Background: an optimization exercise with open tools, aiming at small area, a short achievable clock period and few clock cycles. Do not read the settings as production practice.
Only simulation tests tie the RTL to the original design; equivalence was not proved.
Power is estimated from default activity; no workload was simulated.

==> flow/design.v <==
package stt_pkg;
  localparam int unsigned OffsetBits   = 24;
  localparam int unsigned PositionBits = 16;
  localparam logic [OffsetBits-1:0]   OffMax = {OffsetBits{1'b1}};
  localparam logic [PositionBits-1:0] PosMax = {PositionBits{1'b1}};
  localparam logic [15:0]             LenMax = 16'hFFFF;
  localparam logic [2:0] MIdle     = 3'd0;
  localparam logic [2:0] MIdent    = 3'd1;
  localparam logic [2:0] MNumber   = 3'd2;
  localparam logic [2:0] MFraction = 3'd3;
  localparam logic [2:0] MString   = 3'd4;
  localparam logic [2:0] MEscape   = 3'd5;
  localparam logic [2:0] MComment  = 3'd6;
  localparam logic [2:0] MEnded    = 3'd7;
  localparam logic [2:0] PNone  = 3'd0;
  localparam logic [2:0] PSlash = 3'd1;
  localparam logic [2:0] PEq    = 3'd2;
  localparam logic [2:0] PBang  = 3'd3;
  localparam logic [2:0] PLt    = 3'd4;
  localparam logic [2:0] PGt    = 3'd5;
  localparam logic [2:0] PDot   = 3'd6;
  localparam logic [5:0] KEnd     = 6'd0;
  localparam logic [5:0] KIdent   = 6'd1;
  localparam logic [5:0] KNumber  = 6'd2;
  localparam logic [5:0] KString  = 6'd3;
  localparam logic [5:0] KKw0     = 6'd4;
  localparam logic [5:0] KLParen  = 6'd24;
  localparam logic [5:0] KRParen  = 6'd25;
  localparam logic [5:0] KLBrace  = 6'd26;
  localparam logic [5:0] KRBrace  = 6'd27;
  localparam logic [5:0] KSemi    = 6'd28;
  localparam logic [5:0] KComma   = 6'd29;
  localparam logic [5:0] KDot     = 6'd30;
  localparam logic [5:0] KAssign  = 6'd31;
  localparam logic [5:0] KBang    = 6'd33;
  localparam logic [5:0] KLt      = 6'd35;
  localparam logic [5:0] KGt      = 6'd37;
  localparam logic [5:0] KPlus    = 6'd39;
  localparam logic [5:0] KMinus   = 6'd40;
  localparam logic [5:0] KStar    = 6'd41;
  localparam logic [5:0] KSlash   = 6'd42;
  localparam logic [5:0] KStrByte = 6'd44;
  localparam logic [5:0] KBadChar = 6'd45;
  localparam logic [5:0] KUnterm  = 6'd46;
  localparam int unsigned NumKw = 20;
  localparam logic [1:0] PosCur = 2'd0;
  localparam logic [1:0] PosRun = 2'd1;
  localparam logic [1:0] PosOp  = 2'd2;
  function automatic logic [63:0] kw_text(input int k);
    logic [63:0] w;
    w = '0;
    case (k)
      0:  w[23:0] = {"t", "e", "l"};
      1:  w[39:0] = {"t", "n", "i", "r", "p"};
      2:  w[15:0] = {"f", "i"};
      3:  w[31:0] = {"e", "s", "l", "e"};
      4:  w[39:0] = {"e", "l", "i", "h", "w"};
      5:  w[31:0] = {"e", "u", "r", "t"};
      6:  w[39:0] = {"e", "s", "l", "a", "f"};
      7:  w[23:0] = {"l", "i", "n"};
      8:  w[23:0] = {"d", "n", "a"};
      9:  w[15:0] = {"r", "o"};
      10: w[15:0] = {"i", "u"};
      11: w[31:0] = {"t", "i", "n", "i"};
      12: w[31:0] = {"t", "x", "e", "t"};
      13: w[47:0] = {"n", "o", "t", "t", "u", "b"};
      14: w[39:0] = {"t", "u", "p", "n", "i"};
      15: w[23:0] = {"n", "u", "r"};
      16: w[39:0] = {"r", "a", "e", "l", "c"};
      17: w[39:0] = {"e", "l", "t", "i", "t"};
      18: w[47:0] = {"t", "c", "e", "l", "e", "s"};
      19: w[63:0] = {"x", "o", "b", "k", "c", "e", "h", "c"};
      default: w = '0;
    endcase
    kw_text = w;
  endfunction
  function automatic int kw_len(input int k);
    int l;
    case (k)
      0, 7, 8, 15:            l = 3;
      1, 4, 6, 14, 16, 17:    l = 5;
      2, 9, 10:               l = 2;
      3, 5, 11, 12:           l = 4;
      13, 18:                 l = 6;
      19:                     l = 8;
      default:                l = 0;
    endcase
    kw_len = l;
  endfunction
endpackage
module stt_kw_match (
  input  logic [7:0]  c_i,        
  input  logic [15:0] len_i,      
  input  logic        open_i,     
  input  logic [stt_pkg::NumKw-1:0] mask_i,
  output logic [stt_pkg::NumKw-1:0] mask_o,
  output logic [5:0]  kind_o      
);
  logic short_len;
  assign short_len = len_i[15:3] == 13'd0;
  logic [63:0] w;
  always_comb begin
    for (int k = 0; k < stt_pkg::NumKw; k++) begin
      w = stt_pkg::kw_text(k);
      if (open_i) begin
        mask_o[k] = c_i == w[7:0];
      end else begin
        mask_o[k] = 1'b0;
        for (int i = 1; i < stt_pkg::kw_len(k); i++) begin
          if (short_len && len_i[2:0] == 3'(i) && c_i == w[i*8 +: 8])
            mask_o[k] = mask_i[k];
        end
      end
    end
  end
  logic [5:0] kw_kind;
  always_comb begin
    kw_kind = 6'd0;
    for (int k = 0; k < stt_pkg::NumKw; k++) begin
      if (mask_i[k] && len_i == 16'(stt_pkg::kw_len(k))) kw_kind = kw_kind | (stt_pkg::KKw0 + 6'(k));
    end
    kind_o = (kw_kind != 6'd0) ? kw_kind : stt_pkg::KIdent;
  end
endmodule
module stt_core (
  input  logic        clk_i,
  input  logic        rst_ni,
  input  logic        go_i,
  input  logic [7:0]  text_byte_i,
  input  logic        end_of_text_i,
  output logic        done_o,      
  output logic        emit_o,      
  output logic [5:0]  kind_o,
  output logic [23:0] off_o,
  output logic [15:0] len_o,
  output logic [15:0] line_o,
  output logic [15:0] col_o,
  output logic [7:0]  sb_o
);
  logic [2:0]  mode_q, mode_d;
  logic [2:0]  pend_q, pend_d;
  logic        halt_q, halt_d;
  logic [23:0] off_q;
  logic [15:0] line_q, col_q;
  logic [23:0] rs_off_q;
  logic [15:0] rs_line_q, rs_col_q;
  logic [15:0] len_q, len_d;
  logic        opsat_off_q, opsat_col_q;    
  logic [stt_pkg::NumKw-1:0] kwm_q, kwm_d;
  logic [7:0]  c;
  logic        eot;
  logic        is_alpha, is_digit, is_blank, is_lf, is_quote, is_bslash, is_dot, is_eq;
  logic        is_slash, is_bang, is_lt, is_gt, is_hold;
  logic [5:0]  single_kind;
  logic        is_single;
  logic [15:0] len_inc;
  logic [5:0]  kw_kind;
  logic        kw_open;
  logic        close_res, fall, fall_res, split;
  logic [5:0]  close_kind, fall_kind;
  logic [1:0]  close_pos;
  logic [15:0] close_len;
  logic [15:0] fall_len;
  logic        open_run, hold_op, advance;
  assign eot = end_of_text_i || (text_byte_i == 8'd0);
  assign c = text_byte_i;
  assign is_alpha  = (c >= "a" && c <= "z") || (c >= "A" && c <= "Z") || c == "_";
  assign is_digit  = c >= "0" && c <= "9";
  assign is_lf     = c == 8'h0A;
  assign is_blank  = c == " " || c == 8'h09 || c == 8'h0D || is_lf;
  assign is_quote  = c == "\"";
  assign is_bslash = c == "\\";
  assign is_dot    = c == ".";
  assign is_eq     = c == "=";
  assign is_slash  = c == "/";
  assign is_bang   = c == "!";
  assign is_lt     = c == "<";
  assign is_gt     = c == ">";
  assign is_hold   = is_slash || is_eq || is_bang || is_lt || is_gt;
  always_comb begin
    is_single = 1'b1;
    case (c)
      "(":     single_kind = stt_pkg::KLParen;
      ")":     single_kind = stt_pkg::KRParen;
      "{":     single_kind = stt_pkg::KLBrace;
      "}":     single_kind = stt_pkg::KRBrace;
      ";":     single_kind = stt_pkg::KSemi;
      ",":     single_kind = stt_pkg::KComma;
      ".":     single_kind = stt_pkg::KDot;
      "+":     single_kind = stt_pkg::KPlus;
      "-":     single_kind = stt_pkg::KMinus;
      "*":     single_kind = stt_pkg::KStar;
      default: begin single_kind = stt_pkg::KBadChar; is_single = 1'b0; end
    endcase
  end
  assign len_inc = (len_q != stt_pkg::LenMax) ? len_q + 16'd1 : len_q;
  stt_kw_match u_kw (
    .c_i(c), .len_i(len_q), .open_i(kw_open), .mask_i(kwm_q), .mask_o(kwm_d), .kind_o(kw_kind)
  );
  always_comb begin
    fall_res = 1'b1;
    fall_kind = single_kind;
    fall_len = 16'd1;
    if (eot) begin
      fall_kind = stt_pkg::KEnd; fall_len = 16'd0;
    end else if (is_blank || is_alpha || is_digit || is_quote || is_hold) begin
      fall_res = 1'b0;
    end else if (!is_single) begin
      fall_len = 16'd0;
    end
  end
  always_comb begin
    mode_d = mode_q; pend_d = pend_q; halt_d = halt_q; len_d = len_q;
    close_res = 1'b0; close_kind = stt_pkg::KEnd; close_pos = stt_pkg::PosRun; close_len = 16'd0;
    fall = 1'b0; split = 1'b0;
    kw_open = 1'b0;
    open_run = 1'b0; hold_op = 1'b0;
    sb_o = 8'd0;
    case (mode_q)
      stt_pkg::MString: begin
        if (eot) begin
          close_res = 1'b1; close_kind = stt_pkg::KUnterm; halt_d = 1'b1;
        end else if (is_quote) begin
          len_d = len_inc; close_res = 1'b1; close_kind = stt_pkg::KString; close_len = len_inc;
          mode_d = stt_pkg::MIdle;
        end else if (is_bslash) begin
          len_d = len_inc; mode_d = stt_pkg::MEscape;
        end else begin
          len_d = len_inc; close_res = 1'b1; close_kind = stt_pkg::KStrByte; sb_o = c;
        end
      end
      stt_pkg::MEscape: begin
        if (eot) begin
          close_res = 1'b1; close_kind = stt_pkg::KUnterm; halt_d = 1'b1;
        end else begin
          len_d = len_inc; mode_d = stt_pkg::MString; close_res = 1'b1; close_kind = stt_pkg::KStrByte;
          sb_o = (c == "n") ? 8'h0A : (c == "t") ? 8'h09 : (c == "r") ? 8'h0D : c;
        end
      end
      stt_pkg::MComment: begin
        if (eot || is_lf) begin
          mode_d = stt_pkg::MIdle; fall = 1'b1;
        end
      end
      stt_pkg::MIdent: begin
        if (!eot && (is_alpha || is_digit)) begin
          len_d = len_inc;
        end else begin
          close_res = 1'b1; close_kind = kw_kind; close_len = len_q;
          mode_d = stt_pkg::MIdle; fall = 1'b1;
        end
      end
      stt_pkg::MNumber, stt_pkg::MFraction: begin
        if (pend_q == stt_pkg::PDot) begin
          if (!eot && is_digit) begin
            len_d = (len_q < 16'hFFFE) ? len_q + 16'd2 : stt_pkg::LenMax;
            mode_d = stt_pkg::MFraction; pend_d = stt_pkg::PNone;
          end else begin
            close_res = 1'b1; close_kind = stt_pkg::KNumber; close_len = len_q;
            mode_d = stt_pkg::MIdle; pend_d = stt_pkg::PDot; split = 1'b1;
          end
        end else if (!eot && is_digit) begin
          len_d = len_inc;
        end else if (!eot && is_dot && mode_q == stt_pkg::MNumber) begin
          pend_d = stt_pkg::PDot; hold_op = 1'b1;
        end else begin
          close_res = 1'b1; close_kind = stt_pkg::KNumber; close_len = len_q;
          mode_d = stt_pkg::MIdle; fall = 1'b1;
        end
      end
      stt_pkg::MEnded: begin
        close_res = 1'b1; close_kind = stt_pkg::KEnd; close_pos = stt_pkg::PosCur;
      end
      default: begin
        pend_d = stt_pkg::PNone;
        close_pos = stt_pkg::PosOp;
        case (pend_q)
          stt_pkg::PSlash: begin
            if (!eot && is_slash) begin
              mode_d = stt_pkg::MComment;
            end else begin
              close_res = 1'b1; close_kind = stt_pkg::KSlash; close_len = 16'd1; fall = 1'b1;
            end
          end
          stt_pkg::PEq, stt_pkg::PBang, stt_pkg::PLt, stt_pkg::PGt: begin
            close_res = 1'b1;
            case (pend_q)
              stt_pkg::PEq:     close_kind = stt_pkg::KAssign;
              stt_pkg::PBang:   close_kind = stt_pkg::KBang;
              stt_pkg::PLt:     close_kind = stt_pkg::KLt;
              default: close_kind = stt_pkg::KGt;
            endcase
            if (!eot && is_eq) begin
              close_kind = close_kind + 6'd1; close_len = 16'd2;
            end else begin
              close_len = 16'd1; fall = 1'b1;
            end
          end
          stt_pkg::PDot: begin
            close_res = 1'b1; close_kind = stt_pkg::KDot; close_len = 16'd1; fall = 1'b1;
          end
          default: begin
            fall = 1'b1;
          end
        endcase
      end
    endcase
    if (fall && close_res && fall_res) begin
      split = 1'b1;
      mode_d = stt_pkg::MIdle; pend_d = stt_pkg::PNone;
    end
    if (fall && !split) begin
      if (eot) begin
        mode_d = stt_pkg::MEnded;
      end else if (is_alpha || is_digit || is_quote) begin
        mode_d = is_alpha ? stt_pkg::MIdent : is_digit ? stt_pkg::MNumber : stt_pkg::MString;
        len_d = 16'd1; open_run = 1'b1; kw_open = 1'b1;
      end else if (is_hold) begin
        pend_d = is_slash ? stt_pkg::PSlash : is_eq ? stt_pkg::PEq : is_bang ? stt_pkg::PBang : is_lt ? stt_pkg::PLt : stt_pkg::PGt;
        hold_op = 1'b1;
      end else if (!is_blank && !is_single) begin
        halt_d = 1'b1;
      end
    end
    if (halt_q) begin
      mode_d = mode_q; pend_d = pend_q; halt_d = halt_q; len_d = len_q;
      close_res = 1'b0; fall = 1'b0; split = 1'b0; open_run = 1'b0; hold_op = 1'b0;
    end
  end
  assign done_o = !split;
  assign emit_o = close_res || (fall && fall_res);
  assign advance = done_o && !eot && !halt_d && mode_q != stt_pkg::MEnded;
  logic [1:0]  pos_sel;
  logic [23:0] op_off;
  logic [15:0] op_col;
  assign op_off = opsat_off_q ? off_q : off_q - 24'd1;
  assign op_col = opsat_col_q ? col_q : col_q - 16'd1;
  assign pos_sel = close_res ? close_pos : stt_pkg::PosCur;
  assign kind_o  = close_res ? close_kind : fall_kind;
  assign len_o   = close_res ? close_len : fall_len;
  always_comb begin
    case (pos_sel)
      stt_pkg::PosRun:  begin off_o = rs_off_q; line_o = rs_line_q; col_o = rs_col_q; end
      stt_pkg::PosOp:   begin off_o = op_off;   line_o = line_q;    col_o = op_col;   end
      default: begin off_o = off_q;    line_o = line_q;    col_o = col_q;    end
    endcase
  end
  always_ff @(posedge clk_i or negedge rst_ni) begin
    if (!rst_ni) begin
      mode_q <= stt_pkg::MIdle; pend_q <= stt_pkg::PNone; halt_q <= 1'b0;
      off_q <= '0; line_q <= 16'd1; col_q <= 16'd1;
    end else if (go_i) begin
      mode_q <= mode_d; pend_q <= pend_d; halt_q <= halt_d;
      if (advance) begin
        if (off_q != stt_pkg::OffMax) off_q <= off_q + 24'd1;
        if (is_lf) begin
          if (line_q != stt_pkg::PosMax) line_q <= line_q + 16'd1;
          col_q <= 16'd1;
        end else if (col_q != stt_pkg::PosMax) begin
          col_q <= col_q + 16'd1;
        end
      end
    end
  end
  always_ff @(posedge clk_i) begin
    if (go_i) begin
      len_q <= len_d;
      kwm_q <= kwm_d;
      if (open_run) begin
        rs_off_q <= off_q; rs_line_q <= line_q; rs_col_q <= col_q;
      end
      if (hold_op) begin
        opsat_off_q <= off_q == stt_pkg::OffMax; opsat_col_q <= col_q == stt_pkg::PosMax;
      end
    end
  end
endmodule
module source_text_tokenizer_top (
  input  logic        clk_i,
  input  logic        rst_ni,
  input  logic        in_valid,
  output logic        in_ready,
  input  logic [7:0]  in_text_byte,
  input  logic        in_end_of_text,
  output logic        out_valid,
  input  logic        out_ready,
  output logic [5:0]  out_kind,
  output logic [23:0] out_start_offset,
  output logic [15:0] out_token_length,
  output logic [15:0] out_token_line,
  output logic [15:0] out_token_col,
  output logic [7:0]  out_string_byte,
  output logic        out_last
);
  logic       hv_q, sv_q;
  logic [7:0] hb_q, sb_q;
  logic       he_q, se_q;
  logic       take, go, done, emit;
  logic [5:0]  r_kind;
  logic [23:0] r_off;
  logic [15:0] r_len, r_line, r_col;
  logic [7:0]  r_sb;
  assign in_ready = !sv_q;
  assign take = in_valid && !sv_q;
  assign go = hv_q && (!out_valid || out_ready);
  stt_core u_core (
    .clk_i, .rst_ni, .go_i(go),
    .text_byte_i(hb_q), .end_of_text_i(he_q),
    .done_o(done), .emit_o(emit),
    .kind_o(r_kind), .off_o(r_off), .len_o(r_len), .line_o(r_line), .col_o(r_col), .sb_o(r_sb)
  );
  always_ff @(posedge clk_i or negedge rst_ni) begin
    if (!rst_ni) begin
      hv_q <= 1'b0; sv_q <= 1'b0; out_valid <= 1'b0;
    end else begin
      if (!hv_q || (go && done)) begin
        hv_q <= sv_q || take;
        sv_q <= sv_q && take;
      end else begin
        sv_q <= sv_q || take;
      end
      if (go) out_valid <= emit;
      else if (out_ready) out_valid <= 1'b0;
    end
  end
  always_ff @(posedge clk_i) begin
    if (!hv_q || (go && done)) begin
      if (sv_q) begin
        hb_q <= sb_q; he_q <= se_q;
      end else if (take) begin
        hb_q <= in_text_byte; he_q <= in_end_of_text;
      end
    end
    if (take) begin
      sb_q <= in_text_byte; se_q <= in_end_of_text;
    end
    if (go && emit) begin
      out_kind <= r_kind; out_start_offset <= r_off; out_token_length <= r_len;
      out_token_line <= r_line; out_token_col <= r_col; out_string_byte <= r_sb;
      out_last <= done;
    end
  end
endmodule
==> flow/run.sh <==
#!/bin/bash
# synth_recipe.tcl (not shown) runs the flow's synth.tcl, then flattens the netlist and writes it again
# the make line also repeats each setting of config.mk as NAME=value (left out here)
make -C /OpenROAD-flow-scripts/flow DESIGN_CONFIG=/design/flow/config.mk WORK_HOME=/design/flow/orfs CLKGATE_MAP_FILE= SYNTH_SCRIPT=/design/flow/synth_recipe.tcl finish
==> flow/config.mk <==
export PLATFORM = sky130hd
export DESIGN_NAME = source_text_tokenizer_top
export DESIGN_NICKNAME = source_text_tokenizer_top
export VERILOG_FILES = /design/flow/design.v
export SDC_FILE = /design/flow/constraint.sdc
export NUM_CORES = 4
export LEC_CHECK = 0
export CAP_MARGIN = 20
export CORE_MARGIN = 2
export CORE_UTILIZATION = 30
export PLACE_DENSITY = 0.45
export SETUP_SLACK_MARGIN = 5
export SLEW_MARGIN = 20
==> flow/constraint.sdc <==
create_clock -name core_clock -period 9.0 [get_ports {clk_i}]
set_input_delay 1.8000 -clock core_clock [delete_from_list [all_inputs] [get_ports {clk_i}]]
set_output_delay 1.8000 -clock core_clock [all_outputs]
set_load 0.01 [all_outputs]
==> results of run 1 <==
-- registers in the layout, summed over array words and instances (netlist names), 3 cells and up --
name              cells
out_start_offset     24
u_core.off_q         24
u_core.rs_off_q      24
u_core.kwm_q         20
out_token_col        16
out_token_length     16
out_token_line       16
u_core.col_q         16
u_core.len_q         16
u_core.line_q        16
u_core.rs_col_q      16
u_core.rs_line_q     16
hb_q                  8
out_string_byte       8
sb_q                  8
out_kind              6
u_core.mode_q         3
u_core.pend_q         3
-- metrics by stage --
step,utilization (%),cell area (sq um),hold slack (ns)
2_1_floorplan,-,15100,0.423
3_3_place_gp,33.4,16600,0.463
3_5_place_dp,33.4,16600,0.457
4_1_cts,36.1,18000,0.482
5_1_grt,36.7,18300,0.502
6_report,36.7,18300,0.482
-- area by class of cell --
class	instances	area (sq um)	share of cell area [%]
Timing Repair Buffer	162	1580	8.63
Timing Repair inverter	1	5.00	0.0273
Clock inverter	21	249	1.36
Inverter	56	218	1.19
Clock buffer	35	769	4.20
Multi-Input combinational cell	1133	7010	38.3
Sequential cell	265	7630	41.7
Tap cell	672	841	4.59
-- worst register-to-register path, cell delays in order (launching register included) --
cell      delay, ns
edfxtp_1       0.50
or4b_4         0.65
nor4_4         0.38
nand3_2        0.16
a21oi_4        0.18
a21o_1         0.24
nor2_4         0.07
and3_2         0.24
ha_4           0.31
buf_12         0.15
buf_4          0.14
or4_1          0.51
nand2_1        0.07
a222oi_1       0.06
inv_1          0.08
-- synth_stat cells, drive strengths merged (10+ instances only) --
cell type  instances
nor2b             15
nor2             165
a21oi            109
xor2              39
and2              21
nand2            141
a21o              12
o31ai             14
edfxtp           199
clkbuf            84
or4               10
mux2              30
xnor2             22
a222oi            21
a22oi             14
a31oi             23
nand2b            18
dfrtp             64
nand4             18
or3               17
nor3              57
inv               56
and3              28
nor4              25
buf               26
ha                14
o21ai            135
nand3             70
-- placed cells by master, fill, tap and decap left out, types with 17 or more instances in the layout --
cell	netlist	final
inv_1	56	54
edfxtp_1	199	199
xnor2_1	22	22
and3_1	28	26
or3_1	17	17
nand2_1	141	141
a21oi_1	107	107
a31oi_1	22	20
clkdlybuf4s50_1	0	100
clkbuf_16	0	32
o21ai_0	135	128
and2_1	20	18
nand3_1	69	67
dfrtp_1	64	63
mux2_2	29	29
nor3_1	57	54
a222oi_1	21	21
nor2_1	164	161
xor2_1	39	39
nand4_1	18	18
buf_4	2	50
-- kinds of logic (layout without fill, tap and decap cells) --
family | Yosys count | count (layout) | synth area share, %
adder cells (fa/ha/maj) | 14 | 14 | 1.16
AND/OR/NAND/NOR | 621 | 622 | 20.8
multiplexers | 32 | 32 | 2.40
AO/OA/AOI/OAI | 404 | 404 | 17.0
buffers and inverters | 166 | 275 | 4.32
XOR/XNOR | 61 | 61 | 3.55
flip-flops | 265 | 265 | 50.7
-- metal layers --
layer	vias to the layer above	routed length [um]	track usage, %
li1	5975	-	-
met1	6240	21000	23.8
met2	424	22600	29.5
met3	82	2650	2.38
met4	0	1440	6.15
met5	-	0	0
-- worst max-delay path by stage --
| stage | slack [ns] | cells after the start | to | start |
|---|---|---|---|---|
| 2_1_floorplan | 4.90 | 6 | out_kind[0] | out_ready |
| 3_3_place_gp | 3.39 | 16 | out_token_col[14] | hb_q[1] |
| 3_5_place_dp | 3.29 | 15 | out_token_col[14] | hb_q[3] |
| 4_1_cts | 4.97 | 9 | out_token_length[9] | hb_q[1] |
| 5_1_grt | 4.95 | 10 | u_core.off_q[1] | hb_q[7] |
| 6_report | 5.12 | 14 | out_start_offset[17] | hb_q[4] |
-- power by group --
group / leakage (nW) / internal (mW) / switching, mW
registers: 2.75 / 1.55 / 0.202
clock network: 0.494 / 0.755 / 0.514
logic: 3.41 / 0.567 / 0.949
total: 6.66 / 2.88 / 1.67
-- timing repair --
item                       CTS  global route
cloned                       2             2
setup buffers               22            17
setup endpoints to repair  283           189
pin swaps                    5            10
resized for setup           29            32
==> metrics.cfg, run 1 <==
[placed_design]
dp.cells = 2246
pre_cts_slack_ns = 3.29
place_hpwl_um = 32200
gp_congestion = 0.933
io_buffers = 101

[clock_tree]
clk_pin_slew_worst_paths_ns = 0.06
cts_tree = built
cts_buffers = 30
htree_levels = 1
clockBufferDepth = 3
cts_sinks = 265
cts-root-buf = clkbuf_16
clock_latency_ns = 0.59
postCtsHoldBufs = 0

[global_routing]
grt_max_degree = 67
grt_overflow = 0
grt_pass1_vias = 12300
antenna_found_initial = 0
grt_usage_pct = 17.8
grt_pass1_wl_um = 73700

[sta]
worst_slew_pin_slew_ns = 1.07
rsz0062_at_grt = yes
skew_ns = 0.0365
fmax_mhz = 258
relSlewSlack_pct = 27.7
finalSetupViolCount = 0
period_share_pct = 43.1
setup_tns_ns = 0
finalHoldViolCount = 0
setup_slack_ns = 5.12
maxSlewViolCount = 0
fin_crit_ns = 3.88

[worst_setup_path]
cp_max_fo = 8
arrival_ns = 4.31
r2r_cells = 14
cp_cell_sequence = or4b_4 -> nor4_4 -> nand3_2 -> a21oi_4 -> a21o_1 -> nor2_4 -> and3_2 -> ha_4 -> buf_12 -> buf_4 -> or4_1 -> nand2_1 -> a222oi_1 -> inv_1
path_class = reg -> reg
endpoint_kind = flip-flop
cp-start-kind = flip-flop
critPathBufInv = 3
worst_ep_required_time_ns = 9.43
crit_family = simple AND/OR/NAND/NOR gates
timing.rr.end = out_start_offset[17]
reg2reg_from = hb_q[4]
r2r_setup_slack_ns = 5.12
slowest_stage = or4b_4
slowest_delay_ns = 0.65

[die]
die_h_um = 228
dieArea_sq_mm = 0.0519
coreArea_sq_mm = 0.0499
start_util_pct = 30.2
fp-row-count = 82
io_pins = 102
die_w_um = 228

[pwr]
power_mw = 4.54
p_leak_nw = 6.66
max-vdd-ir-drop_uv = 168
cellPowerDensity_mw_per_mm2 = 248

[logic_synthesis]
synth.cell_area_sq_mm = 0.0150
synth-async-reset-ratio_pct = 24.9
seq_area_frac_synth_pct = 50.7
syn_inst = 1563
ys_warn_count = 3
synth_cell_types = 81
avgSynthCellArea_sq_um = 9.62
syn_nets = 1590
synth_edf_count = 199
ys_dominant_reg_cell = edfxtp_1
synth_seq_cells = 265
netlist.area_leader.share_pct = 39.7
yosysTopAreaCell = edfxtp_1
synth_area_leaders = edfxtp_1 (40%), dfrtp_1 (11%), o21ai_0 (4.5%)

[worst_hold_path]
min_path_cells = 0
hp-class = reg -> reg
hold_end = u_core.rs_col_q[9]
min_from = u_core.col_q[9]

[finish]
antenna-diode-count = 0
drive_gt1_share_pct = 12.5
stdcell_count = 2345
fill_cells = 5127
nNetsFinal = 1676
syn2layout_area_growth_pct = 21.7

[drt]
antenna_left = 0
via_per_inst = 5.42
drtPass1Iterations = 6
drtIter0Drc = 1329
wl_per_cell_um = 20.3
remaining_drc_errors = 0
vias = 12700
drt_wl_total_um = 47700

[flow_run]
cap_viol_max_count = 0

[outcome]
outcome = complete, no violations

Testbench counts, summed over its fixed seeds: cycles 24,263.
==> run 2, diff against run 1 <==
--- a/flow/config.mk
+++ b/flow/config.mk
@@ -5,6 +5,7 @@
 export SDC_FILE = /design/flow/constraint.sdc
 export NUM_CORES = 4
 export LEC_CHECK = 0
+export ABC_AREA = 1
 export CAP_MARGIN = 20
 export CORE_MARGIN = 2
 export CORE_UTILIZATION = 30
==> run 2 against run 1 <==
Still clean on timing, DRC and antenna. Utilization hardly changed. Sequential share of layout area is 1.4 points lower. Routed wire length is 8.8% higher. Clock-buffer cell count is 9 higher. Via count is 9.9% higher. Die area is 4.3% higher. Cell count is 18% higher. First-iteration DRC count is 17% lower. Largest power group is now combinational cells.
==> metrics.cfg, run 2 <==
[outcome]
outcome = complete, no violations

[flow_run]
cap_viol_max_count = 0

[clock_tree]
cts_tree = built
clockBufferDepth = 3
clock_latency_ns = 0.56
cts_sinks = 265
cts_buffers = 35
cts-root-buf = clkbuf_16
clk_pin_slew_worst_paths_ns = 0.05
htree_levels = 2
postCtsHoldBufs = 0

[sta]
finalHoldViolCount = 0
fmax_mhz = 261
relSlewSlack_pct = 30.0
setup_tns_ns = 0
worst_slew_pin_slew_ns = 1.04
fin_crit_ns = 3.84
skew_ns = 0.0366
rsz0062_at_grt = no
maxSlewViolCount = 0
period_share_pct = 42.6
finalSetupViolCount = 0

[worst_setup_path]
slowest_delay_ns = 0.58
path_class = reg -> out
endpoint_kind = output port
crit_family = buffers and inverters
reg2reg_from = hb_q[0]
arrival_ns = 2.04
slowest_stage = clkdlybuf4s50_1
cp_max_fo = 12
r2r_cells = 16
endpoint = in_ready
r2r_setup_slack_ns = 5.23
critPathBufInv = 2
path_depth = 2
worst_ep_required_time_ns = 7.20
timing.rr.end = u_core.rs_line_q[13]
crit_start = sv_q
cp-start-kind = flip-flop
cp_cell_sequence = clkinv_1 -> clkdlybuf4s50_1

[global_routing]
grt_max_degree = 74
grt_usage_pct = 18.9
use_met1_pct = 26.2
grt_pass1_vias = 13600
grt_overflow = 0
use_met3_pct = 3.58
grt_pass1_wl_um = 79300
antenna_found_initial = 0
top_usage_layer = met2
met2_usage_pct = 30.3

[drt]
drt_wl_total_um = 51800
vias = 14000
antenna_left = 0
drtIter0Drc = 1099
drtPass1Iterations = 8
via_per_inst = 5.07
remaining_drc_errors = 0
wl_per_cell_um = 18.8

[die]
coreArea_sq_mm = 0.0515
io_pins = 102
die_h_um = 233
fp-row-count = 83
die_w_um = 233
dieArea_sq_mm = 0.0542
start_util_pct = 30.5

[placed_design]
gp_congestion = 0.911
io_buffers = 101
dp.cells = 2661
dpl_cell_area_sq_mm = 0.0174
place_hpwl_um = 35400

[finish]
drive_gt1_share_pct = 7.80
nNetsFinal = 2077
syn2layout_area_growth_pct = 20.6
fill_cells = 5421
antenna-diode-count = 0
multi_input_area_sq_mm = 0.00702
seq_area_sq_mm = 0.00763
stdcell_count = 2757
final_common_cell = nand2_1
top_regs = out_start_offset: 24 flops, u_core.off_q: 24 flops, u_core.rs_off_q: 24 flops
mostFrequentLayoutCells = nand2_1 (402), nor2_1 (253), inv_1 (200), edfxtp_1 (199), o21ai_0 (128)
final_cell_area_sq_mm = 0.0189

[pwr]
max-vdd-ir-drop_uv = 273
power_mw = 7.41
p_leak_nw = 7.21
cellPowerDensity_mw_per_mm2 = 392

[logic_synthesis]
synth_seq_cells = 265
seq_area_frac_synth_pct = 48.6
syn_nets = 1969
synth_cell_types = 55
syn_inst = 1942
netlist.area_leader.share_pct = 38.1
synth_edf_count = 199
ys_warn_count = 3
synth-compound-area-share_pct = 13.1
synth_top_family_by_area = simple AND/OR/NAND/NOR gates
yosys-top-cells-count = nand2_1 (405), nor2_1 (258), inv_1 (206)
yosysMostFrequentCell = nand2_1
synth-async-reset-ratio_pct = 24.9
avgSynthCellArea_sq_um = 8.08
synthSimpleGateAreaFrac_pct = 26.3
synth_area_leaders = edfxtp_1 (38%), dfrtp_1 (10%), nand2_1 (9.7%)
synth-xor-area-share_pct = 3.29
ys_dominant_reg_cell = edfxtp_1
synth.cell_area_sq_mm = 0.0157
yosys.area_share.adder_pct = 1.12
synthMuxAreaShare_pct = 0.143
yosysTopAreaCell = edfxtp_1

[worst_hold_path]
hp-class = reg -> reg

## run 2: timing repair
item,CTS,global route
resized for setup,20,14
gates cloned,3,1
buffers inserted,8,20
pin swaps,2,3
setup endpoints to repair,262,244
## run 2: logic make-up after synthesis
kind of cell,after synthesis
flops,265
xor+xnor,59
fa+ha+maj,14
mux,2
buf+inv,295
compound gates,358
simple gates,949
## run 2: worst min path at each step
| stage | start | end | slack [ns] | cells after the start |
|---|---|---|---|---|
| after floorplan | u_core.col_q[11] | u_core.rs_col_q[11] | 0.42 | 0 |
| after global placement | u_core.line_q[9] | u_core.rs_line_q[9] | 0.46 | 0 |
| after detailed placement | u_core.line_q[9] | u_core.rs_line_q[9] | 0.46 | 0 |
| after CTS | u_core.line_q[9] | u_core.rs_line_q[9] | 0.48 | 0 |
| after global routing | u_core.line_q[9] | u_core.rs_line_q[9] | 0.49 | 0 |
| final | u_core.line_q[9] | u_core.rs_line_q[9] | 0.47 | 0 |
## run 2: where the power goes
| part | total [mW] | switching, mW | internal, mW | leakage, nW |
|---|---|---|---|---|
| combinational | 3.71 | 2.43 | 1.27 | 3.92 |
| sequential | 2.28 | 0.276 | 2.00 | 2.73 |
| clock | 1.42 | 0.568 | 0.855 | 0.566 |
| total | 7.41 | 3.28 | 4.13 | 7.21 |
## run 2: worst register-to-register path, stage by stage, from the launching register on
cell      delay (ns)
edfxtp_1        0.52
inv_2           0.14
nand2_1         0.10
nor2_1          0.17
nand2_1         0.16
clkinv_1        0.09
nand4_1         0.24
nand3_2         0.23
nand3_1         0.11
nand2_2         0.19
inv_2           0.05
nand2_2         0.09
nand3_4         0.09
nor2_2          0.26
nand2_4         0.37
nor2_4          0.22
buf_12          0.34
## run 2: layer usage
layer	wire length [um]	vias to the layer above
met5	0	-
met4	1010	0
met1	24200	6720
li1	-	6843
met2	24000	346
met3	2540	76
## run 2: through the flow
stage | utilization (%) | setup slack (ns) | hold slack [ns]
after floorplan | - | 4.63 | 0.423
after global routing | 36.7 | 5.00 | 0.489
final | 36.7 | 5.16 | 0.474
after CTS | 36.3 | 5.00 | 0.476
after global placement | 33.7 | 3.65 | 0.456
after detailed placement | 33.7 | 3.61 | 0.463
## run 2: final cells by class
cell class	count	share of cell area [%]
inverters	222	4.58
repair inverters	2	0.0661
well taps	680	4.49
clock inverters	20	1.19
clock buffers	44	4.92
multi-input cells	1383	37.1
flip-flops and latches	265	40.3
repair buffers	141	7.36
==> run 3, diff against run 2 <==
--- a/flow/config.mk
+++ b/flow/config.mk
@@ -5,10 +5,8 @@
 export SDC_FILE = /design/flow/constraint.sdc
 export NUM_CORES = 4
 export LEC_CHECK = 0
-export ABC_AREA = 1
 export CAP_MARGIN = 20
 export CORE_MARGIN = 2
 export CORE_UTILIZATION = 30
 export PLACE_DENSITY = 0.45
-export SETUP_SLACK_MARGIN = 5
 export SLEW_MARGIN = 20
==> run 3 against run 2 <==
Clock power down 9.9%. Largest cell class unchanged. Critical endpoint is now u_core.line_q[12]. Routed wire length down 12%. Still clean. Cell count down 16%. First-iteration DRC count up 0.64%. Highest routed layer unchanged. Flip-flop and latch count unchanged.
==> metrics.cfg, run 3 <==
[worst_setup_path]
slowest_delay_ns = 0.87
crit_family = simple AND/OR/NAND/NOR gates
arrival_ns = 6.12
slowest_stage = inv_1
worst_ep_required_time_ns = 9.49
endpoint_kind = flip-flop
cp_cell_sequence = clkdlybuf4s50_1 -> nand2b_1 -> and2_1 -> nand2b_1 -> inv_1 -> and3_1 -> and4_1 -> nand2_1 -> or3_1 -> nor2_1 -> xor2_1
cp-start-kind = input port
path_depth = 11
critPathBufInv = 2
crit_start = out_ready
reg2reg_from = hb_q[4]
path_class = in -> reg
r2r_cells = 15
cp_max_fo = 22
cpMostUsedCell = nand2b_1

[logic_synthesis]
syn_nets = 1590
synth_top_family_by_area = simple AND/OR/NAND/NOR gates
seq_area_frac_synth_pct = 50.7
yosysMostFrequentCell = edfxtp_1
ys_dominant_reg_cell = edfxtp_1
synth_cell_types = 81
synth_edf_count = 199
synth.cell_area_sq_mm = 0.0150
synthSimpleGateAreaFrac_pct = 20.8
synth-async-reset-ratio_pct = 24.9
synth_area_leaders = edfxtp_1 (40%), dfrtp_1 (11%), o21ai_0 (4.5%)
yosys-top-cells-count = edfxtp_1 (199), nor2_1 (164), nand2_1 (141)
yosysTopAreaCell = edfxtp_1
ys_warn_count = 3
synth-compound-area-share_pct = 17.0
synth_seq_cells = 265
netlist.area_leader.share_pct = 39.7
yosys.area_share.adder_pct = 1.16
synthMuxAreaShare_pct = 2.40
syn_inst = 1563
avgSynthCellArea_sq_um = 9.62
synth-xor-area-share_pct = 3.55

[global_routing]
grt_pass1_wl_um = 72200
grt_pass1_vias = 12200
grt_usage_pct = 17.2
grt_max_degree = 77
antenna_found_initial = 0
grt_overflow = 0

[sta]
rsz0062_at_grt = no
fin_crit_ns = 5.63
fmax_mhz = 178
finalHoldViolCount = 0
period_share_pct = 62.6
worst_slew_pin_slew_ns = 1.18
setup_tns_ns = 0
maxSlewViolCount = 0
relSlewSlack_pct = 20.8
skew_ns = 0.0210
finalSetupViolCount = 0

[finish]
mostFrequentLayoutCells = edfxtp_1 (199), nor2_1 (162), nand2_1 (141), o21ai_0 (134), a21oi_1 (107)
drive_gt1_share_pct = 8.03
antenna-diode-count = 0
nNetsFinal = 1634
final_util_pct = 35.4
syn2layout_area_growth_pct = 17.4
stdcell_count = 2303
top_regs = out_start_offset: 24 flops, u_core.off_q: 24 flops, u_core.rs_off_q: 24 flops
final_common_cell = edfxtp_1

[clock_tree]
cts_resized = 0
clock_latency_ns = 0.58
htree_levels = 1
clk_pin_slew_worst_paths_ns = 0.06
cts_sinks = 265
cts_tree = built
cts-root-buf = clkbuf_16
cts_buffers = 31
postCtsHoldBufs = 0
clockBufferDepth = 3
cts_setup_buffers = 0

[pwr]
cellPowerDensity_mw_per_mm2 = 248
max-vdd-ir-drop_uv = 161
p_leak_nw = 6.37

[placed_design]
io_buffers = 101
place_hpwl_um = 31400
dp.cells = 2246
gp_congestion = 0.929

[drt]
vias = 12400
wl_per_cell_um = 19.7
remaining_drc_errors = 0
drtIter0Drc = 1106
antenna_left = 0
drtPass1Iterations = 6
via_per_inst = 5.39
drt_wl_total_um = 45400

[die]
dieArea_sq_mm = 0.0519
die_h_um = 228
io_pins = 102
die_w_um = 228
start_util_pct = 30.2
fp-row-count = 82
coreArea_sq_mm = 0.0499

[outcome]
outcome = complete, no violations

[worst_hold_path]
hp-class = reg -> reg
min_path_cells = 1
min_from = u_core.line_q[9]

[flow_run]
cap_viol_max_count = 0

==> run 3: routing by layer <==
layer / vias to the layer above / global-route usage [%] / share of wire (%)
met5: - / 0 / 0
met2: 378 / 27.3 / 46
met3: 80 / 2.11 / 4.8
li1: 5881 / - / -
met4: 0 / 5.54 / 2.8
met1: 6078 / 24.3 / 46
==> run 3: worst paths after layout <==
path / slack (ns) / end
min: 0.51 / u_core.line_q[9]
max reg2reg: 3.47 / out_token_col[14]
min reg2reg: 0.51 / u_core.line_q[9]
min in group asynchronous: 1.36 / u_core.line_q[11]
max: 3.37 / u_core.line_q[12]
max in group asynchronous: 7.03 / u_core.off_q[17]
==> run 3: through the flow <==
stage          worst slack, ns  hold slack, ns  power, mW  cell area [sq um]
3_5_place_dp              2.78           0.487       3.12              16600
5_1_grt                   3.01           0.518       4.64              17700
6_report                  3.37           0.509       4.38              17700
4_1_cts                   3.37           0.496       4.43              17700
3_3_place_gp              2.85           0.489       3.12              16600
2_1_floorplan             2.24           0.423       2.60              15000
==> run 3: area by class of cell <==
cell class                 instances  area [sq um]
clock buffer                      41           853
fill                            5080         32200
clock inverter                    16           178
multi-input combinational       1132          6790
inverter                          56           210
sequential                       265          7630
timing repair buffer             121          1160
tap                              672           841
==> run 3: report_power, final <==
group          internal, mW  total [mW]  switching (mW)
Combinational         0.469        1.34           0.868
Clock                 0.774        1.28           0.502
Sequential             1.55        1.77           0.214
==> run 3: cell families (layout without fill, tap and decap cells) <==
kind of cell	count (synthesis)	after routing
buf+inv	166	234
fa+ha+maj	14	14
mux	32	32
compound gates	404	404
xor+xnor	61	61
flops	265	265
simple gates	621	621

==> separate check: timing with driven ports <==
No port has a modelled driver above. Below, the same layouts with a new extraction and two added sets of constraints.
Step 1: set_driving_cell puts a clkbuf_16 on clk_i and a buf_2 on each other input, an assumption about the parent block.
Step 2 times the ports against the registers' clock, not the clock port: input delays grow and output delays shrink by t, the midpoint of the rising clock arrivals with the driver on.
a / b / c = no drivers / after step 1 / after step 2; a / b = the first two.
| run | t (ns) | setup slack, ns | hold slack, ns | worst setup path at the end |
|---|---|---|---|---|
| run 1 | 0.629 | 5.119 / 5.119 / 4.552 | 0.482 / 0.482 / 0.482 | input to register |
| run 2 | 0.598 | 5.162 / 5.109 / 4.650 | 0.474 / 0.474 / 0.474 | input to register |
| run 3 | 0.629 | 3.369 / 3.397 / 2.769 | 0.509 / 0.509 / 0.509 | input to register |
After both steps setup and hold are still met in every run listed. For run 3, which loses most, drivers alone change the setup slack by +0.028 ns; drivers and shift together by -0.600 ns.
